This is an optimization exercise on Yosys and OpenROAD, whose aim is small area and a short achievable clock period, not a production implementation. In this exercise RTL edits were held to simulation tests only and were not proved equivalent to the original. In every run shown here, the design's own scripts or RTL, not TritonCTS, make the clock network. The flow treats the clock pin as an ideal source. Dropping or thinning the clock tree relies on that and would not hold on a real chip. Power is estimated from default activity; no workload was simulated.

`design/flow/design.v`:
```
package que_hs_pkg;
   localparam int WORD_WIDTH    = 256;
   localparam int DEFAULT_DEPTH = 8;
endpackage
module que_ptr
#(
   parameter int N = que_hs_pkg::DEFAULT_DEPTH - 1
) (
   input  logic         clk,
   input  logic         rst,
   input  logic         inc,
   input  logic         clr,
   output logic [N-1:0] ptr,
   output logic [N-1:0] ptr_d
);
   always_comb begin
      if (rst || clr) begin
         ptr_d = N'(1);
      end else if (inc) begin
         ptr_d = {ptr[N-2:0], ptr[N-1]};
      end else begin
         ptr_d = ptr;
      end
   end
   always_ff @(posedge clk) begin
      ptr <= ptr_d;
   end
endmodule
module que_hs
#(
   parameter int WIDTH    = que_hs_pkg::WORD_WIDTH,
   parameter int DEPTH    = que_hs_pkg::DEFAULT_DEPTH,
   parameter int AF_LEVEL = DEPTH - 1,
   parameter int AE_LEVEL = 1
) (
   input  logic                       clk,
   input  logic                       rst,
   input  logic                       flush,
   input  logic                       in_valid,
   output logic                       in_ready,
   input  logic [WIDTH-1:0]           in_data,
   output logic                       out_valid,
   input  logic                       out_ready,
   output logic [WIDTH-1:0]           out_data,
   output logic [$clog2(DEPTH+1)-1:0] count,
   output logic                       almost_full,
   output logic                       almost_empty,
   output logic                       overflow
);
   localparam int CW = $clog2(DEPTH + 1);
   localparam int MD = DEPTH - 1;    
   logic [DEPTH:0] occ_q, occ_d;
   logic [CW-1:0]  cnt_q;
   logic           in_ready_q, out_valid_q, af_q, ae_q, ovf_q;
   logic push, pop, drop, up, dn;
   assign push = in_valid  & ~occ_q[DEPTH];
   assign pop  = out_ready & ~occ_q[0];
   assign drop = in_valid  &  occ_q[DEPTH];
   assign up   = push & ~pop;
   assign dn   = pop & ~push;
   always_comb begin
      if (flush)   occ_d = (DEPTH+1)'(1);
      else if (up) occ_d = {occ_q[DEPTH-1:0], 1'b0};
      else if (dn) occ_d = {1'b0, occ_q[DEPTH:1]};
      else         occ_d = occ_q;
   end
   function automatic logic [CW-1:0] occ_count(input logic [DEPTH:0] oh);
      occ_count = '0;
      for (int n = 0; n <= DEPTH; n++) begin
         occ_count = occ_count | ({CW{oh[n]}} & CW'(n));
      end
   endfunction
   function automatic logic occ_ge(input logic [DEPTH:0] oh, input int lvl);
      occ_ge = 1'b0;
      for (int n = 0; n <= DEPTH; n++) begin
         if (n >= lvl) occ_ge = occ_ge | oh[n];
      end
   endfunction
   function automatic logic occ_le(input logic [DEPTH:0] oh, input int lvl);
      occ_le = 1'b0;
      for (int n = 0; n <= DEPTH; n++) begin
         if (n <= lvl) occ_le = occ_le | oh[n];
      end
   endfunction
   always_ff @(posedge clk) begin
      if (rst) begin
         occ_q       <= (DEPTH+1)'(1);
         cnt_q       <= '0;
         in_ready_q  <= 1'b1;
         out_valid_q <= 1'b0;
         af_q        <= 1'b0;
         ae_q        <= 1'b1;
         ovf_q       <= 1'b0;
      end else begin
         occ_q       <= occ_d;
         cnt_q       <= occ_count(occ_d);
         in_ready_q  <= ~occ_d[DEPTH];
         out_valid_q <= ~occ_d[0];
         af_q        <= occ_ge(occ_d, AF_LEVEL);
         ae_q        <= occ_le(occ_d, AE_LEVEL);
         ovf_q       <= flush ? 1'b0 : (ovf_q | drop);
      end
   end
   logic          wr_inc, rd_inc;
   logic [MD-1:0] wr_oh, wr_oh_d, rd_oh, rd_oh_d;
   logic [MD-1:0] we_q;             
   logic [MD-1:0] rdm_q;            
   assign wr_inc = push & ~occ_q[0] & ~(occ_q[1] & out_ready);
   assign rd_inc = out_ready & (|rdm_q);
   que_ptr #(.N(MD)) u_wr (
      .clk   (clk),
      .rst   (rst),
      .inc   (wr_inc),
      .clr   (flush),
      .ptr   (wr_oh),
      .ptr_d (wr_oh_d)
   );
   que_ptr #(.N(MD)) u_rd (
      .clk   (clk),
      .rst   (rst),
      .inc   (rd_inc),
      .clr   (flush),
      .ptr   (rd_oh),
      .ptr_d (rd_oh_d)
   );
   always_ff @(posedge clk) begin
      if (rst) begin
         we_q  <= MD'(1);
         rdm_q <= '0;
      end else begin
         we_q  <= occ_d[DEPTH] ? '0 : wr_oh_d;
         rdm_q <= (occ_d[0] | occ_d[1]) ? '0 : rd_oh_d;
      end
   end
   logic [MD-1:0][WIDTH-1:0] mem_q;
   logic [WIDTH-1:0]         out_q, out_d;
   for (genvar k = 0; k < MD; k++) begin : g_mem
      always_ff @(posedge clk) begin
         if (we_q[k]) begin
            mem_q[k] <= in_data;
         end
      end
   end
   logic          sel_in, sel_hold;
   logic [MD-1:0] sel_mem;
   assign sel_in   = occ_q[0] | (out_ready & occ_q[1]);
   assign sel_hold = ~occ_q[0] & ~out_ready;
   assign sel_mem  = {MD{out_ready}} & rdm_q;
   always_comb begin
      out_d = ({WIDTH{sel_in}} & in_data) | ({WIDTH{sel_hold}} & out_q);
      for (int k = 0; k < MD; k++) begin
         out_d = out_d | ({WIDTH{sel_mem[k]}} & mem_q[k]);
      end
   end
   always_ff @(posedge clk) begin
      out_q <= out_d;
   end
   assign in_ready     = in_ready_q;
   assign out_valid    = out_valid_q;
   assign out_data     = out_q;
   assign count        = cnt_q;
   assign almost_full  = af_q;
   assign almost_empty = ae_q;
   assign overflow     = ovf_q;
endmodule
```
`design/flow/flow/cts_hook.tcl`:
```
# PRE_CTS hook: cts.tcl's clock_tree_synthesis call builds the balanced
# two-level tree of my_cts.tcl instead of TritonCTS's three-level H-tree.
# The rest of cts.tcl (legalisation, timing repair) runs as usual.
source [file join [file dirname [info script]] my_cts.tcl]

proc clock_tree_synthesis {args} {
  my_cts_build clk 4 128 sky130_fd_sc_hd__clkbuf_16 sky130_fd_sc_hd__clkbuf_8
  set_propagated_clock [all_clocks]
}
```
`design/flow/flow/run.sh`:
```
#!/bin/bash
# Standard ORFS layout (the standard.sh, standard synthesis unchanged) with
# three layout choices changed:
#  - ports are buffered with plain buffers (sky130_fd_sc_hd__buf_2) instead of
#    the resizer's default pick;
#  - the resizer may change a cell's footprint when it sizes it;
#  - the clock tree is a balanced two-level tree (flow/my_cts.tcl, hooked in
#    through PRE_CTS_TCL) instead of TritonCTS's tree.
set -euo pipefail
here=$(cd "$(dirname "$0")" && pwd)
bash standard.sh \
  "BUFFER_PORTS_ARGS=-buffer_cell sky130_fd_sc_hd__buf_2" \
  MATCH_CELL_FOOTPRINT=0 \
  "PRE_CTS_TCL=$here/cts_hook.tcl" \
  finish > flow_make.log 2>&1
```
`design/flow/flow/my_cts.tcl`:
```
# Balanced two-level clock tree built by recursive bisection of the clock
# sinks. The clock port feeds $N1 first-level buffers; each feeds the leaf
# buffers of its part of the die; each leaf buffer feeds up to $LEAF sinks.
# Every sink sees the same number of buffers (2) and similar loads.
proc my_cts_split {pts nparts} {
  # pts: list of {x y iterm}; split into nparts (power of two) balanced groups
  if {$nparts <= 1} { return [list $pts] }
  set xs [lmap p $pts {lindex $p 0}]
  set ys [lmap p $pts {lindex $p 1}]
  set dx [expr {[tcl::mathfunc::max {*}$xs] - [tcl::mathfunc::min {*}$xs]}]
  set dy [expr {[tcl::mathfunc::max {*}$ys] - [tcl::mathfunc::min {*}$ys]}]
  set k [expr {$dx >= $dy ? 0 : 1}]
  set s [lsort -integer -index $k $pts]
  set h [expr {[llength $s] / 2}]
  set a [lrange $s 0 [expr {$h - 1}]]
  set b [lrange $s $h end]
  set half [expr {$nparts / 2}]
  return [concat [my_cts_split $a $half] [my_cts_split $b $half]]
}

proc my_cts_centroid {pts} {
  set sx 0; set sy 0
  foreach p $pts { set sx [expr {$sx + [lindex $p 0]}]; set sy [expr {$sy + [lindex $p 1]}] }
  set n [llength $pts]
  return [list [expr {$sx / $n}] [expr {$sy / $n}]]
}

proc my_cts_place {inst xy} {
  set m [$inst getMaster]
  set x [expr {[lindex $xy 0] - [$m getWidth] / 2}]
  set y [expr {[lindex $xy 1] - [$m getHeight] / 2}]
  $inst setLocation $x $y
  $inst setPlacementStatus PLACED
}

proc my_cts_build {clk_port n1 nleaf l1_cell leaf_cell} {
  set block [ord::get_db_block]
  set db [ord::get_db]
  set net [$block findNet $clk_port]
  set pts {}
  foreach it [$net getITerms] {
    set inst [$it getInst]
    set bb [$inst getBBox]
    set x [expr {([$bb xMin] + [$bb xMax]) / 2}]
    set y [expr {([$bb yMin] + [$bb yMax]) / 2}]
    lappend pts [list $x $y $it]
  }
  puts "my_cts: [llength $pts] sinks, $n1 first-level buffers, $nleaf leaf buffers"
  set m1 [$db findMaster $l1_cell]
  set ml [$db findMaster $leaf_cell]
  set groups [my_cts_split $pts $nleaf]
  set per [expr {$nleaf / $n1}]
  for {set i 0} {$i < $n1} {incr i} {
    set l1net [odb::dbNet_create $block "clknet_l1_$i"]
    $l1net setSigType CLOCK
    set l1 [odb::dbInst_create $block $m1 "clkbuf_l1_$i"]
    set l1pts {}
    for {set j [expr {$i * $per}]} {$j < ($i + 1) * $per} {incr j} {
      set g [lindex $groups $j]
      set lnet [odb::dbNet_create $block "clknet_leaf_$j"]
      $lnet setSigType CLOCK
      set lb [odb::dbInst_create $block $ml "clkbuf_leaf_$j"]
      foreach p $g {
        set it [lindex $p 2]
        $it disconnect
        $it connect $lnet
      }
      set c [my_cts_centroid $g]
      my_cts_place $lb $c
      lappend l1pts [list {*}$c 0]
      [$lb findITerm A] connect $l1net
      [$lb findITerm X] connect $lnet
    }
    my_cts_place $l1 [my_cts_centroid $l1pts]
    [$l1 findITerm A] connect $net
    [$l1 findITerm X] connect $l1net
  }
}
```
`design/flow/constraint.sdc`:
```
create_clock -name core_clock -period 5.0 [get_ports {clk}]
set_input_delay 1.0000 -clock core_clock [delete_from_list [all_inputs] [get_ports {clk}]]
set_output_delay 1.0000 -clock core_clock [all_outputs]
set_load 0.01 [all_outputs]
```
`design/flow/standard.sh`:
```
#!/bin/bash
# synth_recipe.tcl (not shown) runs the flow's synth.tcl, then flattens the netlist and writes it again
# the make line also repeats each setting of config.mk as NAME=value (left out here)
make -C /OpenROAD-flow-scripts/flow DESIGN_CONFIG=/design/flow/config.mk WORK_HOME=/design/flow/orfs CLKGATE_MAP_FILE= SYNTH_SCRIPT=/design/flow/synth_recipe.tcl "${@:-finish}"
```
`design/flow/config.mk`:
```
export PLATFORM = sky130hd
export DESIGN_NAME = que_hs
export DESIGN_NICKNAME = que_hs
export VERILOG_FILES = /design/flow/design.v
export SDC_FILE = /design/flow/constraint.sdc
export NUM_CORES = 4
export LEC_CHECK = 0
export CAP_MARGIN = 20
export CORE_MARGIN = 2
export CORE_UTILIZATION = 55
export SETUP_SLACK_MARGIN = 2.9
export SLEW_MARGIN = 20
export TNS_END_PERCENT = 0
```
==> results of run 1 <==
-- path summary, 6_finish.rpt --
check	start	endpoint	slack (ns)	cells past startpoint
worst min-delay path	mem_q[1508]	out_q[228]	0.48	2
worst max register to register	occ_q[0]	out_q[139]	2.83	6
worst min register to register	mem_q[1508]	out_q[228]	0.48	2
worst max-delay path	out_ready	out_q[139]	2.77	7
-- sequential cells by signal, summed over array words and instances (netlist names) --
register     cells
we_q             7
af_q             1
in_ready_q       1
ovf_q            1
mem_q         1792
occ_q            8
cnt_q            4
u_rd.ptr         7
rdm_q            7
ae_q             1
u_wr.ptr         7
out_q          256
out_valid_q      1
-- power by group through the flow --
stage | clock network [uW] | logic [uW] | registers (uW)
final | 7220 | 998 | 19400
after global routing | 7930 | 1090 | 19400
after CTS | 7360 | 1010 | 19400
after detailed placement | 0 | 994 | 19800
after global placement | 0 | 971 | 19800
after floorplan | 0 | 242 | 19800
-- routing by layer --
| layer | track usage [%] | part of all wire (%) | vias up |
|---|---|---|---|
| met5 | 0 | 0.19 | - |
| met2 | 42.8 | 48 | 1560 |
| met1 | 38.0 | 41 | 20792 |
| met4 | 6.76 | 2.7 | 56 |
| li1 | - | - | 17608 |
| met3 | 6.24 | 8.8 | 315 |
-- Yosys cell counts, drive strengths merged, types with 2 or more instances --
| master | count | area (sq um) |
|---|---|---|
| nand4 | 256 | 1600 |
| o22a | 5 | 43.8 |
| nand3 | 8 | 40.0 |
| o311a | 2 | 20.0 |
| nand2b | 4 | 25.0 |
| and2 | 13 | 82.6 |
| edfxtp | 1792 | 53800 |
| nor2b | 6 | 37.5 |
| a41oi | 3 | 26.3 |
| nor3 | 7 | 65.1 |
| nand2 | 259 | 972 |
| dfxtp | 301 | 6030 |
| a22o | 256 | 2240 |
| clkbuf | 232 | 871 |
| nor2 | 21 | 78.8 |
| mux2i | 16 | 160 |
| a22oi | 512 | 3840 |
| buf | 38 | 160 |
| a21oi | 12 | 60.1 |
| a221oi | 256 | 2240 |
| o21ai | 11 | 55.1 |
| inv | 4 | 15.0 |
-- logic make-up after synthesis --
group / share of synthesized area, %
buffers and inverters: 1.44
AO/OA/AOI/OAI: 11.8
multiplexers: 0.221
AND/OR/NAND/NOR: 4.03
flip-flops: 82.5
-- layout make-up --
class                      count  area [sq um]
antenna                       18          45.0
buffer                       132          1860
fill                        9762         51300
inverter                       4          15.0
multi-input combinational   1665         11800
sequential                  2093         59900
tap                         1755          2200
timing repair buffer         629          4080
-- stage by stage --
step	setup slack, ns	utilization, %	hold slack (ns)	instance area, sq um	instances
6_report	2.77	60.9	0.477	79900	6296
5_1_grt	2.77	60.9	0.502	79900	6292
4_1_cts	2.83	60.9	0.485	79800	6278
3_5_place_dp	1.74	59.2	0.465	77600	6116
3_3_place_gp	1.73	59.2	0.448	77600	6116
2_1_floorplan	2.57	-	0.452	72600	4019
-- critical path: stages --
cell,delay [ns]
buf_4,0.35
nor2_4,0.08
buf_12,0.18
buf_12,0.21
a22o_1,0.31
a221oi_1,0.26
nand4_1,0.14
-- what timing repair did --
| action | 4_1_cts | 5_1_grt |
|---|---|---|
| pin swaps | 10 | 0 |
| resized for setup | 22 | 1 |
| cloned | 13 | 0 |
| setup buffers | 17 | 0 |
| setup endpoints to repair | 418 | 462 |
==> flow_metrics.tcl, run 1 <==
set metrics [dict create \
    status "timing/DRC/antenna clean" \
    final_common_cell "edfxtp_1" \
    pwr-share-clk_pct 26.2 \
    start_kind "input port" \
    finalHoldViolations 0 \
    fin_nets 4786 \
    syn_inst 4019 \
    rsz0062_at_grt "true" \
    ys_ff_latch 2093 \
    antenna_left 0 \
    worst_ep_arrival_time_ns 2.66 \
    power.leakage_uw 0.0263 \
    vias 40331 \
    endpoint_kind "flop" \
    fin_crit_sh_pct 44.6 \
    synthFlopType "edfxtp_1" \
    layout-drive-gt1-share_pct 18.0 \
    holdBufCountCts 0 \
    power.density_nw_per_um2 345 \
    drtIter0Drc 3793 \
    cp.required_ns 5.43 \
    tightest_slew_ns 1.06 \
    hpwl_microns 97800 \
    drv_cap 0 \
    syn_nets 4280 \
    dieArea_sq_um 135000 \
    drc 0 \
    die_w_microns 367 \
    gp_congestion 0.758 \
    netSwitchingFraction_pct 20.5 \
    internal_power_uw 21900 \
    avgViaCountPerCell 6.41 \
    finalSetupTns_ns 0 \
    setup_violations 0 \
    max_freq_mhz 449 \
    power_frac_comb_pct 3.6 \
    synth_edf_count 1792 \
    synth_area_per_cell_sq_um 18.0 \
    drv_slew 0 \
    layout_common_cells "edfxtp_1 (1792), buf_2 (524), a22oi_1 (512), dfxtp_1 (280), nand2_1 (259)" \
    critPathKind "in2reg" \
    wl_per_cell_microns 29.7 \
    routed_wl_microns 187000 \
    p_total_uw 27600 \
    die_y_microns 367 \
    synth_warnings 2 \
    initial_core_util_pct 55.3 \
    grt_pass1_wl_microns 271000 \
    crit_fanout 61 \
    async_reset_ff_share_pct 0 \
    area_growth_pct 10.1 \
    clk_latency_ns 0.58 \
    path_clk_slew_ns 0.10 \
    synthesis.area_sq_um 72500 \
    ys_seq_area_share_pct 82.5 \
    track_usage_pct 26.9 \
    grt_max_degree 117 \
    power_frac_seq_pct 70.2 \
    num_rows 133 \
    overflow 0 \
    num_io_pins 526 \
    slew_headroom_pct 29.6 \
    drt_pre_antenna_iters 5 \
    hold_class "reg2reg" \
    antenna_found_initial 71 \
    p_switching_uw 5650 \
    skew_ns 0.0394 \
    ir_drop_mv 0.340 \
    synth_cell_types 33 \
    coreArea_sq_um 131000 \
    final.min_clock_period_ns 2.23 \
    place.port_buffers 525 \
    first_global_vias 39091 \
]
==> run 2, diff against run 1 <==
--- a/design/flow/config.mk
+++ b/design/flow/config.mk
@@ -7,7 +7,6 @@
 export LEC_CHECK = 0
 export CAP_MARGIN = 20
 export CORE_MARGIN = 2
-export CORE_UTILIZATION = 55
+export CORE_UTILIZATION = 50
 export SETUP_SLACK_MARGIN = 2.9
 export SLEW_MARGIN = 20
-export TNS_END_PERCENT = 0
==> run 2 against run 1 <==
Highest routed layer unchanged. Sequential share of layout area down 1.1 points. Via count grew 0.98%. Global-route usage fell by 1.9 points. Clock power increased by 0.7%. Register-to-register slack improved by 0.11 ns. Core utilization shrank 4.2 points. Die area grew 9.9%. Fmax increased by 6.1%.
==> flow_metrics.tcl, run 2 <==
set metrics [dict create \
    clk_latency_ns 0.57 \
    num_rows 139 \
    p_total_uw 27800 \
    layout-drive-gt1-share_pct 23.2 \
    synth-simple-area-share_pct 4.03 \
    coreArea_sq_um 144000 \
    synth_cell_types 33 \
    layout_common_cells "edfxtp_1 (1792), a22oi_1 (512), buf_2 (362), nand2_1 (259)" \
    max_freq_mhz 476 \
    hold_class "reg2reg" \
    routed_wl_microns 193000 \
    synthFlopType "edfxtp_1" \
    critPathKind "in2reg" \
    synth_edf_count 1792 \
    synth_top_area_share_pct 74.2 \
    synth.most_common_cell "edfxtp_1" \
    num_io_pins 526 \
    synth_area_leaders "edfxtp_1 (74%), dfxtp_1 (8.3%), a22oi_1 (5.3%)" \
    largestRegisters "mem_q x1792, out_q x256, occ_q x8" \
    ys_seq_area_share_pct 82.5 \
    grt_max_degree 105 \
    dieArea_sq_um 148000 \
    synthesis.area_sq_um 72500 \
    synthTopCellsByCount "edfxtp_1 (1792), a22oi_1 (512), dfxtp_1 (301)" \
    wl_per_cell_microns 29.8 \
    vias 40725 \
    p_switching_uw 5720 \
    power.density_nw_per_um2 341 \
    gp_congestion 0.756 \
    internal_power_uw 22100 \
    drc 0 \
    synth_warnings 2 \
    skew_ns 0.0184 \
    drt_pre_antenna_iters 5 \
    final_common_cell "edfxtp_1" \
    ir_drop_mv 0.368 \
    endpoint_kind "flop" \
    pre_cts_ws_ns 1.76 \
    netSwitchingFraction_pct 20.6 \
    synth_mux_area_share_pct 0.221 \
    place.port_buffers 525 \
    rsz0062_at_grt "true" \
    area_growth_pct 12.4 \
    drtIter0Drc 3716 \
    top_register "mem_q" \
    fin_nets 4814 \
    finalHoldViolations 0 \
    fin_crit_sh_pct 42.0 \
    drv_slew 0 \
    synth_compound_area_share_pct 11.8 \
    die_w_microns 385 \
    first_global_vias 39409 \
    pwr-share-clk_pct 26.1 \
    final_cells 6472 \
    cp.required_ns 5.45 \
    worst_ep_arrival_time_ns 2.55 \
    slew_headroom_pct 32.1 \
    async_reset_ff_share_pct 0 \
    tightest_slew_ns 1.02 \
    power_frac_seq_pct 69.8 \
    syn_nets 4280 \
    overflow 0 \
    start_kind "input port" \
    crit_fanout 85 \
    power_frac_comb_pct 4.0 \
    finalSetupTns_ns 0 \
    setup_violations 0 \
    antenna_left 0 \
    die_y_microns 385 \
    largest_reg_flops 1792 \
    track_usage_pct 25.1 \
    ys_ff_latch 2093 \
    syn_inst 4019 \
    final.min_clock_period_ns 2.10 \
    synth_adder_area_share_pct 0 \
    yosys.area.top_type "edfxtp_1" \
    hpwl_microns 99800 \
    initial_core_util_pct 50.4 \
    synth_top_family_by_area "compound AO/OA/AOI/OAI gates" \
    drv_cap 0 \
    synth_xor_area_share_pct 0 \
    status "timing/DRC/antenna clean" \
    power.leakage_uw 0.0267 \
    placed_cells 6269 \
    antenna_found_initial 72 \
    grt_pass1_wl_microns 276000 \
    utilization_pct 56.7 \
    path_clk_slew_ns 0.10 \
    fin_ws_ns 2.90 \
    synth_area_per_cell_sq_um 18.0 \
    avgViaCountPerCell 6.29 \
]
==> run 2: cell counts after synthesis <==
Identical to the previous run, type by type.
==> run 2: what timing repair did <==
action,in CTS,in global routing
hold buffers,0,0
setup endpoints to repair,452,290
pin swaps,10,3
resized for setup,376,133
setup buffers,28,12
cloned,12,1
hold endpoints to repair,0,0
==> run 2: path summary, 6_finish.rpt <==
kind,start,end,slack (ns),cells past startpoint
hold reg to reg,mem_q[1499],out_q[219],0.48,2
hold / removal,mem_q[1499],out_q[219],0.48,2
setup reg to reg,rdm_q[1],rdm_q[3],2.94,5
setup / recovery,out_ready,out_q[125],2.90,7
==> run 2: final cells by class <==
class                           instances  area (sq um)
Sequential cell                      2093         60200
Tap cell                             1903          2380
Timing Repair Buffer                  658          5210
Buffer                                132          1860
Inverter                                4          15.0
Multi-Input combinational cell       1664         11800
Fill cell                           10930         62300
Antenna cell                           18          45.0
==> run 2: stage by stage <==
step	cell area, sq um	hold slack (ns)
CTS	81000	0.480
global route	81500	0.510
global placement	77900	0.450
finish	81500	0.484
detailed placement	77900	0.469
floorplan	72600	0.452
==> run 2: per-layer routing <==
metal / up-vias / global-route usage, % / part of all wire (%)
met5: - / 0 / 0.17
met4: 56 / 5.43 / 2.3
met3: 309 / 4.43 / 7.7
met2: 1495 / 41.5 / 49
met1: 21226 / 35.0 / 41
li1: 17639 / - / -
==> run 2: cell families after synthesis <==
group / after synthesis
AO/OA/AOI/OAI: 1060
multiplexers: 16
buffers and inverters: 274
AND/OR/NAND/NOR: 576
flip-flops: 2093
==> run 2: worst max-delay path, cell delays in order <==
cell and delay (ns):
buf_12 0.20, nor2_4 0.06, buf_12 0.15, buf_12 0.18
a22o_1 0.38, a221oi_1 0.23, nand4_1 0.14
==> run 2: power by group through the flow <==
stage	clock (uW)	sequential, uW	combinational [uW]
2_1_floorplan	0	19800	242
3_3_place_gp	0	19800	970
3_5_place_dp	0	19800	995
4_1_cts	7410	19400	1090
5_1_grt	7960	19500	1210
6_report	7270	19400	1120
==> run 3, diff against run 2 <==
--- a/design/flow/config.mk
+++ b/design/flow/config.mk
@@ -7,6 +7,6 @@
 export LEC_CHECK = 0
 export CAP_MARGIN = 20
 export CORE_MARGIN = 2
-export CORE_UTILIZATION = 50
-export SETUP_SLACK_MARGIN = 2.9
+export CORE_UTILIZATION = 55
+export SETUP_SLACK_MARGIN = 2.95
 export SLEW_MARGIN = 20
==> run 3 against run 2 <==
Still clean on timing, DRC and antenna. Clock skew is 0.024 ns higher. Worst hold slack worse by 0.015 ns. Final cell count down 1.8%. Power up 0.43%. Sequential power is essentially flat. Worst setup slack better by 0.011 ns. Synthesized cell count unchanged. Core utilization up 6.3 points. Largest cell class unchanged.
==> flow_metrics.tcl, run 3 <==
set metrics [dict create \
    rsz0062_at_grt "true" \
    pre_cts_ws_ns 1.74 \
    antenna_left 0 \
    drt_pre_antenna_iters 5 \
    avgViaCountPerCell 6.42 \
    top_register "mem_q" \
    synth_cell_types 33 \
    start_kind "input port" \
    drv_slew 0 \
    hpwl_microns 97800 \
    coreArea_sq_um 131000 \
    finalSetupTns_ns 0 \
    first_global_vias 39694 \
    hold_class "reg2reg" \
    syn_inst 4019 \
    status "timing/DRC/antenna clean" \
    power_frac_seq_pct 69.6 \
    placed_cell_area_sq_um 77600 \
    p_total_uw 27900 \
    fin_crit_sh_pct 41.8 \
    antenna_found_initial 71 \
    largestRegisters "mem_q x1792, out_q x256, occ_q x8" \
    power.leakage_uw 0.0272 \
    slew_headroom_pct 32.3 \
    layout-drive-gt1-share_pct 25.1 \
    drc 0 \
    final.min_clock_period_ns 2.09 \
    num_io_pins 526 \
    r2r_start "rdm_q[6]" \
    fin_nets 4847 \
    layout_common_cells "edfxtp_1 (1792), a22oi_1 (512), buf_6 (264), buf_2 (264), nand2_1 (259)" \
    synth_area_leaders "edfxtp_1 (74%), dfxtp_1 (8.3%), a22oi_1 (5.3%)" \
    max_freq_mhz 478 \
    synth_top_area_share_pct 74.2 \
    reg2reg_slack_ns 2.96 \
    finalHoldViolations 0 \
    largest_reg_flops 1792 \
    cp.required_ns 5.42 \
    ys_seq_area_share_pct 82.5 \
    die_w_microns 367 \
    ys_ff_latch 2093 \
    pwr-share-clk_pct 25.9 \
    min_to "out_q[228]" \
    num_rows 133 \
    initial_core_util_pct 55.3 \
    p_switching_uw 5710 \
    critPathKind "in2reg" \
    power_frac_comb_pct 4.5 \
    netSwitchingFraction_pct 20.5 \
    place.port_buffers 525 \
    synthesis.area_sq_um 72500 \
    ff2ff_path_depth 6 \
    area_growth_pct 13.9 \
    vias 40832 \
    die_y_microns 367 \
    internal_power_uw 22200 \
    grt_pass1_wl_microns 276000 \
    async_reset_ff_share_pct 0 \
    fin_ws_ns 2.91 \
    overflow 0 \
    worst_ep_arrival_time_ns 2.51 \
    cpPeakStageDelay_ns 0.32 \
    synth_area_per_cell_sq_um 18.0 \
    synth_warnings 2 \
    wl_per_cell_microns 30.1 \
    crit_family "compound AO/OA/AOI/OAI gates" \
    ir_drop_mv 0.339 \
    path_clk_slew_ns 0.11 \
    tightest_slew_ns 1.02 \
    hold_depth 2 \
    path_cells "buf_8 > and2_4 > buf_16 > a22o_1 > a221oi_1 > nand4_1" \
    yosys.area.top_type "edfxtp_1" \
    synth.most_common_cell "edfxtp_1" \
    endpoint_kind "flop" \
    syn_nets 4280 \
    track_usage_pct 27.4 \
    hold_start "mem_q[1508]" \
    synthFlopType "edfxtp_1" \
    timing.rr.end "out_q[238]" \
    gp_congestion 0.758 \
    final_common_cell "edfxtp_1" \
    drtIter0Drc 3943 \
    dieArea_sq_um 135000 \
    crit_fanout 35 \
    worst-path-buf-inv 2 \
    drv_cap 0 \
    design_area_sq_um 82600 \
    setup_violations 0 \
    synthTopCellsByCount "edfxtp_1 (1792), a22oi_1 (512), dfxtp_1 (301)" \
    grt_max_degree 117 \
    clk_latency_ns 0.59 \
    synth_edf_count 1792 \
    slowest_stage "and2_4" \
    power.density_nw_per_um2 338 \
    routed_wl_microns 191000 \
    skew_ns 0.0426 \
]
run 3: cell count changes in the layout (fill, tap and decap cells not counted), sizes merged:
| cell | before | now |
|---|---|---|
| buf | 657 | 688 |
| diode | 18 | 19 |
| a21o | 2 | 3 |
| clkbuf | 133 | 134 |
run 3: how the worst max path moves through the flow:
stage / startpoint / endpoint / slack, ns / depth (start not counted)
final: out_ready / out_q[102] / 2.91 / 6
after global routing: out_q[16] / out_data[16] / 2.89 / 1
after CTS: out_q[250] / out_data[250] / 2.90 / 1
after detailed placement: out_ready / out_q[33] / 1.74 / 6
after global placement: out_ready / out_q[84] / 1.73 / 6
after floorplan: we_q[0] / mem_q[0] / 2.57 / 0
run 3: kinds of logic after synthesis:
kind of cell / Yosys count / share of synthesized area (%)
compound gates: 1060 / 11.8
buf+inv: 274 / 1.44
flops: 2093 / 82.5
mux: 16 / 0.221
simple gates: 576 / 4.03
run 3: stage by stage:
stage	util [%]	hold WS [ns]	instances
2_1_floorplan	-	0.452	4019
3_3_place_gp	59.2	0.448	6116
3_5_place_dp	59.2	0.465	6116
4_1_cts	62.7	0.485	6326
5_1_grt	63.0	0.503	6353
6_report	63.0	0.469	6358
run 3: per-layer routing:
layer  vias to the layer above  routed length, microns  track usage (%)
met2                      1626                   91200             43.9
met4                        58                    5270             6.81
li1                      17733                       -                -
met1                     21078                   77500             38.4
met5                         -                     371                0
met3                       337                   16800             6.44
run 3: cell type report:
type | instances | area (sq um)
flip-flops and latches | 2093 | 60300
plain buffers | 132 | 1860
diodes | 19 | 47.5
multi-input cells | 1665 | 11900
fillers | 9445 | 48500
repair buffers | 690 | 6300
well taps | 1755 | 2200
inverters | 4 | 15.0
run 3: what timing repair did:
item / 4_1_cts / 5_1_grt
cloned: 16 / 1
hold buffers: 0 / 0
endpoints found under the setup margin: 571 / 417
buffers inserted: 62 / 12
pin swaps: 10 / 3
gates resized for setup: 700 / 52
run 3: power by group through the flow:
stage               combinational [uW]  sequential, uW  clock (uW)
finish                            1250           19400        7220
global route                      1350           19500        7930
CTS                               1240           19400        7360
detailed placement                 994           19800           0
global placement                   971           19800           0
floorplan                          242           19800           0
run 3: tightest hold or removal path, stage by stage (launching register included):
cell and delay [ns]:
edfxtp_1 0.33, a22oi_1 0.06, nand4_1 0.08
==> run 4, diff against run 3 <==
--- a/design/flow/config.mk
+++ b/design/flow/config.mk
@@ -8,5 +8,6 @@
 export CAP_MARGIN = 20
 export CORE_MARGIN = 2
 export CORE_UTILIZATION = 55
-export SETUP_SLACK_MARGIN = 2.95
+export GPL_TIMING_DRIVEN = 0
+export SETUP_SLACK_MARGIN = 2.9
 export SLEW_MARGIN = 20
==> run 4 against run 3 <==
Still clean. Via count up 2.5%. Global-route usage up 1.8 points. Critical path depth down 4. Design area up 0.84%. Power down 0.21%. Synthesized area unchanged. Largest power group unchanged.
==> flow_metrics.tcl, run 4 <==
set metrics [dict create \
    final_common_cell "edfxtp_1" \
    num_rows 133 \
    clk_latency_ns 0.57 \
    synth_cell_types 33 \
    yosys.area.top_type "edfxtp_1" \
    placed_cells 6351 \
    layout-drive-gt1-share_pct 27.2 \
    antenna_found_initial 82 \
    syn_inst 4019 \
    finalHoldViolations 0 \
    setup_violations 0 \
    ys_seq_area_share_pct 82.5 \
    overflow 0 \
    gp_congestion 0.786 \
    synth_edf_count 1792 \
    synth.most_common_cell "edfxtp_1" \
    fin_nets 5016 \
    track_usage_pct 29.3 \
    grt_pass1_wl_microns 287000 \
    crit_fanout 2 \
    first_global_vias 40068 \
    die_w_microns 367 \
    dieArea_sq_um 135000 \
    largest_reg_flops 1792 \
    worst_ep_arrival_time_ns 1.15 \
    design_area_sq_um 83300 \
    drv_cap 0 \
    largestRegisters "mem_q x1792, out_q x256, occ_q x8" \
    fin_crit_sh_pct 43.0 \
    finalSetupTns_ns 0 \
    place.port_buffers 525 \
    hold_class "reg2reg" \
    synth_top_area_share_pct 74.2 \
    drt_pre_antenna_iters 6 \
    critPathMostFrequentCell "buf_6" \
    power.density_nw_per_um2 334 \
    p_total_uw 27900 \
    power.leakage_uw 0.0280 \
    ys_ff_latch 2093 \
    num_io_pins 526 \
    area_growth_pct 14.9 \
    async_reset_ff_share_pct 0 \
    synthTopCellsByCount "edfxtp_1 (1792), a22oi_1 (512), dfxtp_1 (301)" \
    rsz0062_at_grt "true" \
    wl_per_cell_microns 31.4 \
    placed_cell_area_sq_um 78700 \
    path_cells "buf_6 > buf_6" \
    hpwl_microns 132000 \
    start_kind "flop" \
    synth_area_leaders "edfxtp_1 (74%), dfxtp_1 (8.3%), a22oi_1 (5.3%)" \
    ir_drop_mv 0.325 \
    tightest_slew_ns 0.712 \
    top_register "mem_q" \
    critPathKind "reg2out" \
    layout_common_cells "edfxtp_1 (1792), a22oi_1 (501), buf_2 (440), nand2_1 (259)" \
    drv_slew 0 \
    final.min_clock_period_ns 2.15 \
    coreArea_sq_um 131000 \
    syn_nets 4280 \
    antenna_left 0 \
    routed_wl_microns 205000 \
    skew_ns 0.0187 \
    path_clk_slew_ns 0.10 \
    hold_slack_ns 0.477 \
    cpPeakStageDelay_ns 0.36 \
    initial_core_util_pct 55.3 \
    slowest_stage "dfxtp_4" \
    synthFlopType "edfxtp_1" \
    endpoint_kind "output pin" \
    synth_area_per_cell_sq_um 18.0 \
    slew_headroom_pct 52.6 \
    cp.required_ns 4.00 \
    vias 41868 \
    worst-path-buf-inv 2 \
    synthesis.area_sq_um 72500 \
    drc 0 \
    avgViaCountPerCell 6.40 \
    final_cells 6542 \
    max_freq_mhz 466 \
    crit_family "flip-flops" \
    status "timing/DRC/antenna clean" \
    grt_max_degree 43 \
    drtIter0Drc 4838 \
    synth_warnings 2 \
    die_y_microns 367 \
]
## run 4: cell counts after synthesis
Identical to the previous run, type by type.
## run 4: final cells by class
class | instances | area [sq um]
antenna | 34 | 85.1
sequential | 2093 | 60100
buffer | 402 | 3870
fill | 9554 | 47800
timing repair buffer | 602 | 4780
tap | 1755 | 2200
multi-input combinational | 1652 | 12300
inverter | 4 | 15.0
## run 4: where the power goes
group / internal (uW) / leakage, uW / total (uW) / switching, uW
clock network: 2410 / 0.000970 / 7290 / 4880
registers: 19200 / 0.0190 / 19400 / 169
logic: 433 / 0.00794 / 1170 / 735
total: 22100 / 0.0280 / 27900 / 5780
## run 4: routing by layer
layer	vias up	global-route usage (%)	wire length [microns]
met5	-	0	364
met4	60	9.22	6440
met3	337	6.88	20400
met2	1756	44.9	95300
met1	21625	41.9	82700
li1	18090	-	-
## run 4: through the flow
step / setup WS [ns] / utilization, %
after floorplan: 2.57 / -
after global placement: -0.172 / 59.0
after detailed placement: 0.451 / 60.0
after CTS: 2.83 / 62.7
after global routing: 2.82 / 63.5
final: 2.85 / 63.5
## run 4: logic make-up (layout without fill, tap and decap cells)
| family | after synthesis | after routing | synth area share [%] |
|---|---|---|---|
| buf+inv | 274 | 1008 | 1.44 |
| compound gates | 1060 | 1060 | 11.8 |
| simple gates | 576 | 576 | 4.03 |
| flops | 2093 | 2093 | 82.5 |
| mux | 16 | 16 | 0.221 |
| other cells | 0 | 34 | 0 |
## run 4: final timing paths
check	from	end	slack (ns)	cells after the start
max	cnt_q[3]	count[3]	2.85	2
min	mem_q[1496]	out_q[216]	0.48	2
max reg2reg	we_q[6]	mem_q[1686]	2.98	3
min reg2reg	mem_q[1496]	out_q[216]	0.48	2
## run 4: repair_timing
action                                  4_1_cts  5_1_grt
gates resized for setup                    1132      382
endpoints found under the setup margin      463      414
cloned                                        0        2
hold buffers                                  0        0
pin swaps                                     1        4
buffers inserted                              6       17
## run 4: worst register-to-register path: cells and delay by family, from the launching register on
kind | cells | cell delay, ns
buf+inv | 3 | 0.94
flops | 1 | 0.71
==> run 5, diff against run 4 <==
--- a/design/flow/config.mk
+++ b/design/flow/config.mk
@@ -8,6 +8,5 @@
 export CAP_MARGIN = 20
 export CORE_MARGIN = 2
 export CORE_UTILIZATION = 55
-export GPL_TIMING_DRIVEN = 0
 export SETUP_SLACK_MARGIN = 2.9
 export SLEW_MARGIN = 20
==> run 5 against run 4 <==
Largest power group unchanged. Sequential power hardly changed. Final cell count fell by 3.6%. Worst setup slack improved by 0.064 ns. Still clean. Design area fell by 2.9%.
==> flow_metrics.tcl, run 5 <==
set metrics [dict create \
    path_cells "buf_2" \
    synth_area_per_cell_sq_um 18.0 \
    routed_wl_microns 188000 \
    placed_cell_area_sq_um 77600 \
    netSwitchingFraction_pct 20.4 \
    p_switching_uw 5660 \
    finalSetupTns_ns 0 \
    cp.required_ns 4.00 \
    drv_cap 0 \
    max_freq_mhz 480 \
    worst-path-buf-inv 1 \
    synth_area_leaders "edfxtp_1 (74%), dfxtp_1 (8.3%), a22oi_1 (5.3%)" \
    drv_slew 0 \
    hpwl_microns 97800 \
    track_usage_pct 27.0 \
    async_reset_ff_share_pct 0 \
    utilization_pct 61.7 \
    top_register "mem_q" \
    skew_ns 0.0328 \
    syn_inst 4019 \
    slowest_stage "dfxtp_1" \
    drt_pre_antenna_iters 5 \
    coreArea_sq_um 131000 \
    overflow 0 \
    fin_crit_sh_pct 41.7 \
    p_total_uw 27700 \
    power_frac_comb_pct 3.9 \
    seqCellArea_sq_um 60100 \
    drc 0 \
    fin_nets 4794 \
    rsz0062_at_grt "true" \
    largest_reg_flops 1792 \
    cpPeakStageDelay_ns 0.38 \
    antenna_left 0 \
    crit_family "flip-flops" \
    place.port_buffers 525 \
    avgViaCountPerCell 6.43 \
    synth.most_common_cell "edfxtp_1" \
    initial_core_util_pct 55.3 \
    gp_congestion 0.758 \
    die_w_microns 367 \
    start_kind "flop" \
    power_frac_seq_pct 70.0 \
    num_io_pins 526 \
    wl_per_cell_microns 29.8 \
    yosys.area.top_type "edfxtp_1" \
    final.min_clock_period_ns 2.08 \
    crit_fanout 2 \
    worst_ep_arrival_time_ns 1.08 \
    slew_headroom_pct 27.9 \
    pwr-share-clk_pct 26.0 \
    critPathKind "reg2out" \
    area_growth_pct 11.5 \
    num_rows 133 \
    largestRegisters "mem_q x1792, out_q x256, occ_q x8" \
    tightest_slew_ns 1.08 \
    holdBufCountCts 0 \
    design_area_sq_um 80900 \
    syn_nets 4280 \
    ff2ff_path_depth 1 \
    hold_class "reg2reg" \
    synth_edf_count 1792 \
    synthesis.area_sq_um 72500 \
    final_common_cell "edfxtp_1" \
    clk_latency_ns 0.58 \
    die_y_microns 367 \
    synthTopCellsByCount "edfxtp_1 (1792), a22oi_1 (512), dfxtp_1 (301)" \
    grt_max_degree 117 \
    ir_drop_mv 0.339 \
    internal_power_uw 22100 \
    path_clk_slew_ns 0.10 \
    power.density_nw_per_um2 343 \
    layout_common_cells "edfxtp_1 (1792), a22oi_1 (512), buf_2 (383), nand2_1 (259)" \
    multiInputGateArea_sq_um 11800 \
    synth_warnings 2 \
    setup_violations 0 \
    cp_num_cells 1 \
    synthFlopType "edfxtp_1" \
    hold_depth 2 \
    dieArea_sq_um 135000 \
    ys_seq_area_share_pct 82.5 \
    grt_pass1_wl_microns 272000 \
    finalHoldViolations 0 \
    ys_ff_latch 2093 \
    vias 40535 \
    antenna_found_initial 70 \
    layout-drive-gt1-share_pct 22.1 \
    status "timing/DRC/antenna clean" \
    filler_cell_count 9643 \
    synth_top_area_share_pct 74.2 \
    synth_cell_types 33 \
    first_global_vias 39235 \
    endpoint_kind "output pin" \
    drtIter0Drc 3915 \
    power.leakage_uw 0.0265 \
]
[run 5: cell counts after synthesis]
No cell type changed its count.
[run 5: repair_timing]
action                     CTS  global route
buffers inserted            19             6
setup endpoints to repair  418           212
gates resized for setup    330           124
hold endpoints to repair     0             0
pin swaps                   10             0
gates cloned                13             0
[run 5: path summary, 6_finish.rpt]
| kind | to | slack [ns] | start |
|---|---|---|---|
| min reg2reg | ovf_q | 0.48 | ovf_q |
| max reg2reg | mem_q[151] | 2.94 | we_q[0] |
| max | out_data[33] | 2.92 | out_q[33] |
| min | ovf_q | 0.48 | ovf_q |
[run 5: per-stage QoR]
stage | setup slack [ns] | std cells | hold slack (ns)
after floorplan | 2.57 | 4019 | 0.452
after global placement | 1.73 | 6116 | 0.448
after detailed placement | 1.74 | 6116 | 0.465
after CTS | 2.90 | 6280 | 0.485
after global routing | 2.89 | 6301 | 0.502
final | 2.92 | 6305 | 0.479
[run 5: layer usage]
layer	vias up	GRT usage, %	wire length, microns
met2	1525	42.9	89300
li1	17628	-	-
met3	323	6.21	15900
met5	-	0	353
met1	21003	38.0	77200
met4	56	6.75	5060
[run 5: power by group through the flow]
stage | Sequential [uW] | Combinational (uW) | Clock (uW)
floorplan | 19800 | 242 | 0
global placement | 19800 | 971 | 0
detailed placement | 19800 | 994 | 0
CTS | 19400 | 1070 | 7360
global route | 19400 | 1180 | 7930
finish | 19400 | 1090 | 7220
[run 5: logic make-up after synthesis]
group | count (synthesis) | synth area share, %
simple gates | 576 | 4.03
compound gates | 1060 | 11.8
buf+inv | 274 | 1.44
flops | 2093 | 82.5
mux | 16 | 0.221
[run 5: final cells by class]
| cell class | instances | area share (%) |
|---|---|---|
| antenna | 19 | 0.0588 |
| buffer | 132 | 2.30 |
| inverter | 4 | 0.0186 |
| multi-input combinational | 1665 | 14.6 |
| sequential | 2093 | 74.4 |
| tap | 1755 | 2.71 |
| timing repair buffer | 637 | 5.94 |
==> run 6, diff against run 5 <==
--- a/design/flow/config.mk
+++ b/design/flow/config.mk
@@ -5,8 +5,8 @@
 export SDC_FILE = /design/flow/constraint.sdc
 export NUM_CORES = 4
 export LEC_CHECK = 0
-export CAP_MARGIN = 20
+export CAP_MARGIN = 5
 export CORE_MARGIN = 2
 export CORE_UTILIZATION = 55
 export SETUP_SLACK_MARGIN = 2.9
-export SLEW_MARGIN = 20
+export SLEW_MARGIN = 5
==> run 6 against run 5 <==
Still clean on timing, DRC and antenna. Critical path depth is the same. Clock power about the same. Sequential power about the same. Critical endpoint unchanged. Highest routed layer unchanged.
==> flow_metrics.tcl, run 6 <==
set metrics [dict create \
    status "timing/DRC/antenna clean" \
    critPathKind "reg2out" \
    routed_wl_microns 188000 \
    synth_compound_area_share_pct 11.8 \
    first_global_vias 39235 \
    largest_reg_flops 1792 \
    final.min_clock_period_ns 2.08 \
    synth_edf_count 1792 \
    synth_xor_area_share_pct 0 \
    synth_top_family_by_area "compound AO/OA/AOI/OAI gates" \
    clk_latency_ns 0.58 \
    gp_congestion 0.758 \
    drv_slew 0 \
    vias 40535 \
    synth-simple-area-share_pct 4.03 \
    grt_pass1_wl_microns 272000 \
    slowest_stage "dfxtp_1" \
    overflow 0 \
    avgViaCountPerCell 6.43 \
    drc 0 \
    power.density_nw_per_um2 343 \
    drv_cap 0 \
    layout-drive-gt1-share_pct 22.1 \
    holdBufCountCts 0 \
    synthFlopType "edfxtp_1" \
    fin_crit_sh_pct 41.7 \
    final_common_cell "edfxtp_1" \
    grt_max_degree 117 \
    finalHoldViolations 0 \
    hpwl_microns 97800 \
    coreArea_sq_um 131000 \
    endpoint_kind "output pin" \
    power.leakage_uw 0.0265 \
    path_clk_slew_ns 0.10 \
    place.port_buffers 525 \
    track_usage_pct 27.0 \
    ys_seq_area_share_pct 82.5 \
    synth.most_common_cell "edfxtp_1" \
    die_w_microns 367 \
    die_y_microns 367 \
    drt_pre_antenna_iters 5 \
    syn_nets 4280 \
    slew_headroom_pct 27.9 \
    skew_ns 0.0328 \
    start_kind "flop" \
    num_io_pins 526 \
    crit_family "flip-flops" \
    ys_ff_latch 2093 \
    synth_mux_area_share_pct 0.221 \
    synth_adder_area_share_pct 0 \
    finalSetupTns_ns 0 \
    synth_area_per_cell_sq_um 18.0 \
    synth_cell_types 33 \
    top_register "mem_q" \
    syn_inst 4019 \
    tightest_slew_ns 1.08 \
    yosys.area.top_type "edfxtp_1" \
    max_freq_mhz 480 \
    wl_per_cell_microns 29.8 \
    synthTopCellsByCount "edfxtp_1 (1792), a22oi_1 (512), dfxtp_1 (301)" \
    async_reset_ff_share_pct 0 \
    worst_ep_arrival_time_ns 1.08 \
    setup_violations 0 \
    drtIter0Drc 3915 \
    cp.required_ns 4.00 \
    initial_core_util_pct 55.3 \
    dieArea_sq_um 135000 \
    synthesis.area_sq_um 72500 \
    path_cells "buf_2" \
    hold_slack_ns 0.479 \
    synth_area_leaders "edfxtp_1 (74%), dfxtp_1 (8.3%), a22oi_1 (5.3%)" \
    largestRegisters "mem_q x1792, out_q x256, occ_q x8" \
    synth_warnings 2 \
    fin_nets 4794 \
    area_growth_pct 11.5 \
    synth_top_area_share_pct 74.2 \
    worst-path-buf-inv 1 \
    antenna_left 0 \
    p_total_uw 27700 \
    num_rows 133 \
    antenna_found_initial 70 \
    layout_common_cells "edfxtp_1 (1792), a22oi_1 (512), buf_2 (383), nand2_1 (259)" \
    ir_drop_mv 0.339 \
    cpPeakStageDelay_ns 0.38 \
    crit_fanout 2 \
    hold_class "reg2reg" \
    rsz0062_at_grt "true" \
]
-- run 6: cell counts after synthesis --
Identical to the previous run, type by type.
-- run 6: cell families (layout without fill, tap and decap cells) --
| family | count (synthesis) | in the layout |
|---|---|---|
| AO/OA/AOI/OAI | 1060 | 1062 |
| buffers and inverters | 274 | 773 |
| flip-flops | 2093 | 2093 |
| multiplexers | 16 | 16 |
| other | 0 | 19 |
| AND/OR/NAND/NOR | 576 | 587 |
-- run 6: area by class of cell --
class	count	area [sq um]
tap	1755	2200
antenna	19	47.5
inverter	4	15.0
fill	9643	50200
buffer	132	1860
sequential	2093	60100
timing repair buffer	637	4810
multi-input combinational	1665	11800
-- run 6: per-stage QoR --
stage          util [%]  setup WS, ns  std cells  area [sq um]
2_1_floorplan         -          2.57       4019         72600
3_3_place_gp       59.2          1.73       6116         77600
3_5_place_dp       59.2          1.74       6116         77600
4_1_cts            61.4          2.90       6280         80500
5_1_grt            61.7          2.89       6301         80900
6_report           61.7          2.92       6305         80900
-- run 6: where the power goes --
group          total, uW  internal, uW  switching, uW
logic               1090           410            679
clock network       7220          2410           4810
registers          19400         19200            177
-- run 6: path summary, 6_finish.rpt --
| kind | cells after the start | endpoint | start | slack, ns |
|---|---|---|---|---|
| worst max-delay path | 1 | out_data[33] | out_q[33] | 2.92 |
| worst min-delay path | 2 | ovf_q | ovf_q | 0.48 |
| worst max register to register | 1 | mem_q[151] | we_q[0] | 2.94 |
| worst min register to register | 2 | ovf_q | ovf_q | 0.48 |
-- run 6: layer usage --
layer	up-vias	share of wire [%]	global-route usage [%]	routed length, microns
li1	17628	-	-	-
met1	21003	41	38.0	77200
met2	1525	48	42.9	89300
met3	323	8.5	6.21	15900
met4	56	2.7	6.75	5060
met5	-	0.19	0	353
-- run 6: timing repair --
| action | CTS | global route |
|---|---|---|
| endpoints found under the setup margin | 418 | 212 |
| hold endpoints to repair | 0 | 0 |
| gates cloned | 13 | 0 |
| gates resized for setup | 330 | 124 |
| pin swaps | 10 | 0 |
| buffers inserted | 19 | 6 |
==> run 7, diff against run 6 <==
--- a/design/flow/flow/cts_hook.tcl
+++ b/design/flow/flow/cts_hook.tcl
@@ -4,6 +4,6 @@
 source [file join [file dirname [info script]] my_cts.tcl]
 
 proc clock_tree_synthesis {args} {
-  my_cts_build clk 4 128 sky130_fd_sc_hd__clkbuf_16 sky130_fd_sc_hd__clkbuf_8
+  my_cts_build clk 4 64 sky130_fd_sc_hd__clkbuf_16 sky130_fd_sc_hd__clkbuf_16
   set_propagated_clock [all_clocks]
 }
--- a/design/flow/config.mk
+++ b/design/flow/config.mk
@@ -5,8 +5,8 @@
 export SDC_FILE = /design/flow/constraint.sdc
 export NUM_CORES = 4
 export LEC_CHECK = 0
-export CAP_MARGIN = 5
+export CAP_MARGIN = 20
 export CORE_MARGIN = 2
 export CORE_UTILIZATION = 55
 export SETUP_SLACK_MARGIN = 2.9
-export SLEW_MARGIN = 5
+export SLEW_MARGIN = 20
==> run 7 against run 6 <==
Wire length is 0.34% lower. Design area decreased by 0.84%. Power decreased by 0.73%. Sequential power is essentially flat. Global-route usage is 0.11 points lower. Final cell count shrank 1.0%. Synthesized area stayed put. First-iteration DRC count grew 15%.
==> flow_metrics.tcl, run 7 <==
set metrics [dict create \
    status "timing/DRC/antenna clean" \
    crit_family "flip-flops" \
    drc 0 \
    hold_depth 2 \
    power.density_nw_per_um2 343 \
    area_growth_pct 10.6 \
    cp.required_ns 4.00 \
    synthTopCellsByCount "edfxtp_1 (1792), a22oi_1 (512), dfxtp_1 (301)" \
    utilization_pct 61.2 \
    largestRegisters "mem_q x1792, out_q x256, occ_q x8" \
    synthesis.area_sq_um 72500 \
    antenna_found_initial 73 \
    finalSetupTns_ns 0 \
    finalHoldViolations 0 \
    final.min_clock_period_ns 2.08 \
    max_freq_mhz 481 \
    filler_cell_count 9711 \
    ys_ff_latch 2093 \
    die_w_microns 367 \
    slowest_stage "dfxtp_1" \
    layout_common_cells "edfxtp_1 (1792), a22oi_1 (512), buf_2 (464), nand2_1 (259)" \
    synth_top_area_share_pct 74.2 \
    worst-path-buf-inv 1 \
    drv_slew 0 \
    synth_warnings 2 \
    placed_cell_area_sq_um 77600 \
    skew_ns 0.0211 \
    min_to "out_q[150]" \
    drv_cap 0 \
    start_kind "flop" \
    first_global_vias 38188 \
    place.port_buffers 525 \
    gp_congestion 0.758 \
    drtIter0Drc 4486 \
    top_register "mem_q" \
    endpoint_kind "output pin" \
    ys_seq_area_share_pct 82.5 \
    syn_inst 4019 \
    synth.most_common_cell "edfxtp_1" \
    avgViaCountPerCell 6.44 \
    path_clk_slew_ns 0.12 \
    hpwl_microns 97800 \
    ff2ff_path_depth 1 \
    routed_wl_microns 187000 \
    coreArea_sq_um 131000 \
    yosys.area.top_type "edfxtp_1" \
    critPathKind "reg2out" \
    path_cells "buf_2" \
    hold_start "mem_q[662]" \
    timing.rr.end "mem_q[95]" \
    grt_max_degree 117 \
    synth_area_per_cell_sq_um 18.0 \
    holdBufCountCts 0 \
    syn_nets 4280 \
    synth_edf_count 1792 \
    design_area_sq_um 80200 \
    cpPeakStageDelay_ns 0.39 \
    reg2reg_slack_ns 2.92 \
    num_io_pins 526 \
    crit_fanout 2 \
    grt_pass1_wl_microns 270000 \
    setup_violations 0 \
    fin_crit_sh_pct 41.6 \
    worst_ep_arrival_time_ns 1.08 \
    wl_per_cell_microns 30.0 \
    drt_pre_antenna_iters 5 \
    initial_core_util_pct 55.3 \
    hold_slack_ns 0.481 \
    tightest_slew_ns 1.01 \
    overflow 0 \
    clk_latency_ns 0.54 \
    synthFlopType "edfxtp_1" \
    fin_nets 4731 \
    hold_class "reg2reg" \
    die_y_microns 367 \
    r2r_start "we_q[0]" \
    rsz0062_at_grt "true" \
    layout-drive-gt1-share_pct 18.7 \
    largest_reg_flops 1792 \
    dieArea_sq_um 135000 \
    antenna_left 0 \
    slew_headroom_pct 32.9 \
    final_common_cell "edfxtp_1" \
    track_usage_pct 26.8 \
    synth_cell_types 33 \
    ir_drop_mv 0.291 \
    async_reset_ff_share_pct 0 \
    vias 40218 \
    synth_area_leaders "edfxtp_1 (74%), dfxtp_1 (8.3%), a22oi_1 (5.3%)" \
    num_rows 133 \
    power.leakage_uw 0.0262 \
]
## run 7: cell count changes in the layout (fill, tap and decap cells not counted), sizes merged
cell | before | now
clkbuf | 132 | 79
buf | 637 | 626
and2 | 24 | 25
## run 7: worst max-delay path by stage
stage,slack (ns),cells past startpoint,end,startpoint
after global routing,2.85,7,out_q[92],out_ready
after floorplan,2.57,0,mem_q[0],we_q[0]
after global placement,1.73,6,out_q[84],out_ready
after CTS,2.85,6,out_q[38],out_ready
final,2.92,1,out_data[147],out_q[147]
after detailed placement,1.74,6,out_q[33],out_ready
## run 7: per-stage QoR
| stage | total power [uW] | worst slack [ns] | cells |
|---|---|---|---|
| final | 27500 | 2.92 | 6242 |
| after global routing | 28300 | 2.85 | 6238 |
| after CTS | 27600 | 2.85 | 6222 |
| after detailed placement | 20800 | 1.74 | 6116 |
| after global placement | 20700 | 1.73 | 6116 |
| after floorplan | 20100 | 2.57 | 4019 |
## run 7: kinds of logic (layout without fill, tap and decap cells)
group / Yosys count / after routing / synth area share (%)
flops: 2093 / 2093 / 82.5
mux: 16 / 16 / 0.221
buf+inv: 274 / 709 / 1.44
compound gates: 1060 / 1062 / 11.8
other cells: 0 / 19 / 0
simple gates: 576 / 588 / 4.03
## run 7: final cells by class
type,count,area (sq um),share of cell area [%]
Antenna cell,19,47.5,0.0593
Multi-Input combinational cell,1666,11800,14.8
Sequential cell,2093,60000,74.8
Inverter,4,15.0,0.0187
Buffer,68,1700,2.12
Tap cell,1755,2200,2.74
Timing Repair Buffer,637,4400,5.49
## run 7: where the power goes
part / internal, uW / switching [uW] / total (uW)
clock: 2450 / 4650 / 7100
sequential: 19200 / 166 / 19400
combinational: 348 / 676 / 1020
total: 22000 / 5500 / 27500
## run 7: layer usage
layer | routed length (microns) | track usage, % | vias up
met5 | 353 | 0 | -
met1 | 77100 | 38.2 | 20912
li1 | - | - | 17533
met2 | 90000 | 42.9 | 1461
met3 | 15400 | 5.89 | 256
met4 | 4240 | 5.87 | 56
## run 7: timing repair
item / 4_1_cts / 5_1_grt
setup buffers: 22 / 1
endpoints found under the setup margin: 345 / 195
resized for setup: 133 / 78
cloned: 16 / 0
pin swaps: 10 / 0
endpoints found under the hold margin: 0 / 0
==> run 8, diff against run 7 <==
==> design/flow/flow/run.sh (replaced) <==
#!/bin/bash
# Standard ORFS layout (the standard.sh, standard synthesis unchanged) with
# three layout choices changed:
#  - ports are buffered with plain buffers (sky130_fd_sc_hd__buf_1) instead of
#    the resizer's default pick;
#  - the resizer may change a cell's footprint when it sizes it;
#  - the clock tree is a balanced two-level tree (flow/my_cts.tcl, hooked in
#    through PRE_CTS_TCL) instead of TritonCTS's tree.
set -euo pipefail
here=$(cd "$(dirname "$0")" && pwd)
bash standard.sh \
  "BUFFER_PORTS_ARGS=-buffer_cell sky130_fd_sc_hd__buf_1" \
  MATCH_CELL_FOOTPRINT=0 \
  "PRE_CTS_TCL=$here/cts_hook.tcl" \
  finish > flow_make.log 2>&1
--- a/design/flow/flow/cts_hook.tcl
+++ b/design/flow/flow/cts_hook.tcl
@@ -4,6 +4,6 @@
 source [file join [file dirname [info script]] my_cts.tcl]
 
 proc clock_tree_synthesis {args} {
-  my_cts_build clk 4 64 sky130_fd_sc_hd__clkbuf_16 sky130_fd_sc_hd__clkbuf_16
+  my_cts_build clk 4 128 sky130_fd_sc_hd__clkbuf_16 sky130_fd_sc_hd__clkbuf_8
   set_propagated_clock [all_clocks]
 }
==> run 8 against run 7 <==
Still clean. Sequential cell count unchanged. Sequential power about the same. Core utilization up 0.24 points. Design area up 0.39%. Synthesized area unchanged. Critical path depth unchanged. Register-to-register slack better by 0.02 ns. Critical endpoint is now out_data[240].
==> flow_metrics.tcl, run 8 <==
set metrics [dict create \
    status "timing/DRC/antenna clean" \
    skew_ns 0.0392 \
    synthTopCellsByCount "edfxtp_1 (1792), a22oi_1 (512), dfxtp_1 (301)" \
    utilization_pct 61.4 \
    overflow 0 \
    worst-path-buf-inv 1 \
    synth_area_per_cell_sq_um 18.0 \
    ir_drop_mv 0.329 \
    layout_common_cells "edfxtp_1 (1792), a22oi_1 (512), buf_1 (264), nand2_1 (259)" \
    syn_nets 4280 \
    drt_pre_antenna_iters 5 \
    synth_warnings 2 \
    antenna_found_initial 60 \
    worst_ep_arrival_time_ns 1.11 \
    p_total_uw 27700 \
    crit_fanout 2 \
    critPathKind "reg2out" \
    top_register "mem_q" \
    synthFlopType "edfxtp_1" \
    avgViaCountPerCell 6.44 \
    path_clk_slew_ns 0.10 \
    ys_seq_area_share_pct 82.5 \
    synth_edf_count 1792 \
    wl_per_cell_microns 29.6 \
    synth.most_common_cell "edfxtp_1" \
    finalHoldViolations 0 \
    fin_nets 4787 \
    coreArea_sq_um 131000 \
    power.density_nw_per_um2 344 \
    max_freq_mhz 475 \
    die_y_microns 367 \
    ys_ff_latch 2093 \
    setup_violations 0 \
    synth_cell_types 33 \
    drtIter0Drc 4130 \
    crit_family "flip-flops" \
    hold_start "mem_q[1444]" \
    path_cells "buf_6" \
    endpoint_kind "output pin" \
    holdBufCountCts 0 \
    synthesis.area_sq_um 72500 \
    rsz0062_at_grt "true" \
    grt_max_degree 117 \
    filler_cell_count 9669 \
    yosys.area.top_type "edfxtp_1" \
    synth_top_area_share_pct 74.2 \
    num_io_pins 526 \
    hpwl_microns 97200 \
    cpPeakStageDelay_ns 0.42 \
    grt_pass1_wl_microns 271000 \
    finalSetupTns_ns 0 \
    r2r_start "we_q[4]" \
    dieArea_sq_um 135000 \
    track_usage_pct 26.8 \
    start_kind "flop" \
    final.min_clock_period_ns 2.11 \
    vias 40555 \
    num_rows 133 \
    gp_congestion 0.778 \
    tightest_slew_ns 1.10 \
    design_area_sq_um 80500 \
    drv_cap 0 \
    antenna_left 0 \
    drv_slew 0 \
    final_common_cell "edfxtp_1" \
    area_growth_pct 11.0 \
    async_reset_ff_share_pct 0 \
    largestRegisters "mem_q x1792, out_q x256, occ_q x8" \
    first_global_vias 38994 \
    synth_area_leaders "edfxtp_1 (74%), dfxtp_1 (8.3%), a22oi_1 (5.3%)" \
    hold_class "reg2reg" \
    power.leakage_uw 0.0258 \
    syn_inst 4019 \
    place.port_buffers 525 \
    largest_reg_flops 1792 \
    fin_crit_sh_pct 42.1 \
    clk_latency_ns 0.58 \
    routed_wl_microns 187000 \
    die_w_microns 367 \
    placed_cell_area_sq_um 77000 \
    cp-startpoint "out_q[240]" \
    initial_core_util_pct 55.3 \
    slew_headroom_pct 26.5 \
    slowest_stage "dfxtp_4" \
    cp.required_ns 4.00 \
    drc 0 \
    layout-drive-gt1-share_pct 16.3 \
]
-- run 8: cell count changes in the layout (fill, tap and decap cells not counted), sizes merged --
cell	before	now
clkbuf	79	244
buf	626	521
and2	25	21
diode	19	23
-- run 8: area by class of cell --
type | count | area [sq um] | share of cell area (%)
inverter | 4 | 15.0 | 0.0186
sequential | 2093 | 60200 | 74.8
antenna | 23 | 57.6 | 0.0715
multi-input combinational | 1662 | 11800 | 14.6
buffer | 132 | 1860 | 2.31
tap | 1755 | 2200 | 2.73
timing repair buffer | 633 | 4410 | 5.48
-- run 8: cells by family (layout without fill, tap and decap cells) --
logic type,after synthesis,after routing,share of synthesized area [%]
AO/OA/AOI/OAI,1060,1062,11.8
AND/OR/NAND/NOR,576,584,4.03
flip-flops,2093,2093,82.5
other,0,23,0
buffers and inverters,274,769,1.44
multiplexers,16,16,0.221
-- run 8: what timing repair did --
item | 4_1_cts | 5_1_grt
pin swaps | 7 | 1
buffers inserted | 15 | 5
endpoints found under the setup margin | 521 | 216
resized for setup | 688 | 157
cloned | 10 | 0
-- run 8: path summary, 6_finish.rpt --
path / endpoint / cells after the start / slack (ns)
worst max-delay path: out_data[240] / 1 / 2.89
worst min-delay path: out_q[164] / 2 / 0.48
worst max register to register: mem_q[1136] / 1 / 2.94
worst min register to register: out_q[164] / 2 / 0.48
-- run 8: per-stage QoR --
| stage | hold slack, ns | setup slack, ns | cells |
|---|---|---|---|
| 3_3_place_gp | 0.466 | 1.65 | 6117 |
| 5_1_grt | 0.503 | 2.85 | 6297 |
| 6_report | 0.484 | 2.89 | 6302 |
| 2_1_floorplan | 0.452 | 2.57 | 4019 |
| 3_5_place_dp | 0.467 | 1.63 | 6117 |
| 4_1_cts | 0.485 | 2.87 | 6274 |
-- run 8: layer usage --
layer  share of wire, %  wire length (microns)  global-route usage [%]
met2                 47                  87500                    41.8
met5               0.21                    383                       0
met4                3.2                   6000                    8.05
met1                 41                  76200                    38.3
met3                8.9                  16600                    5.94
-- run 8: where the power goes --
| group | internal, uW | leakage (uW) | switching (uW) | total (uW) |
|---|---|---|---|---|
| combinational | 370 | 0.00574 | 672 | 1040 |
| sequential | 19200 | 0.0191 | 188 | 19400 |
| clock | 2410 | 0.000970 | 4810 | 7220 |
| total | 22000 | 0.0258 | 5670 | 27700 |

==> static timing again, ports no longer ideal <==
Ports are ideal in the flow. The routed layouts listed here were re-timed in OpenROAD. Step 1 assumes that a clkbuf_16 drives the clock port and a buf_2 every other input. Step 2, shift: input delay + t, output delay - t, t = (earliest + latest rising clock arrival at the registers) / 2. This alone moves slack from input paths to output paths. a / b / c = ideal ports / drivers / drivers and shift; a / b = the first two.
run | shift t [ns] | setup WS [ns] | hold slack, ns
run 1 | 0.729 | 2.770 / 2.674 / 2.185 | 0.477 / 0.477 / 0.477
run 2 | 0.736 | 2.899 / 2.739 / 2.266 | 0.484 / 0.484 / 0.484
run 3 | 0.732 | 2.910 / 2.750 / 2.302 | 0.469 / 0.469 / 0.469
run 4 | 0.744 | 2.852 / 2.674 / 2.266 | 0.477 / 0.477 / 0.477
run 5 | 0.730 | 2.916 / 2.749 / 2.321 | 0.479 / 0.479 / 0.479
run 6 | 0.730 | 2.916 / 2.749 / 2.321 | 0.479 / 0.479 / 0.479
run 7 | 0.702 | 2.920 / 2.747 / 2.339 | 0.481 / 0.481 / 0.481
run 8 | 0.725 | 2.893 / 2.729 / 2.275 | 0.484 / 0.484 / 0.484
After both steps setup and hold are still met in every run listed. For run 2, which loses most, drivers alone change the setup slack by -0.160 ns; drivers and shift together by -0.633 ns.
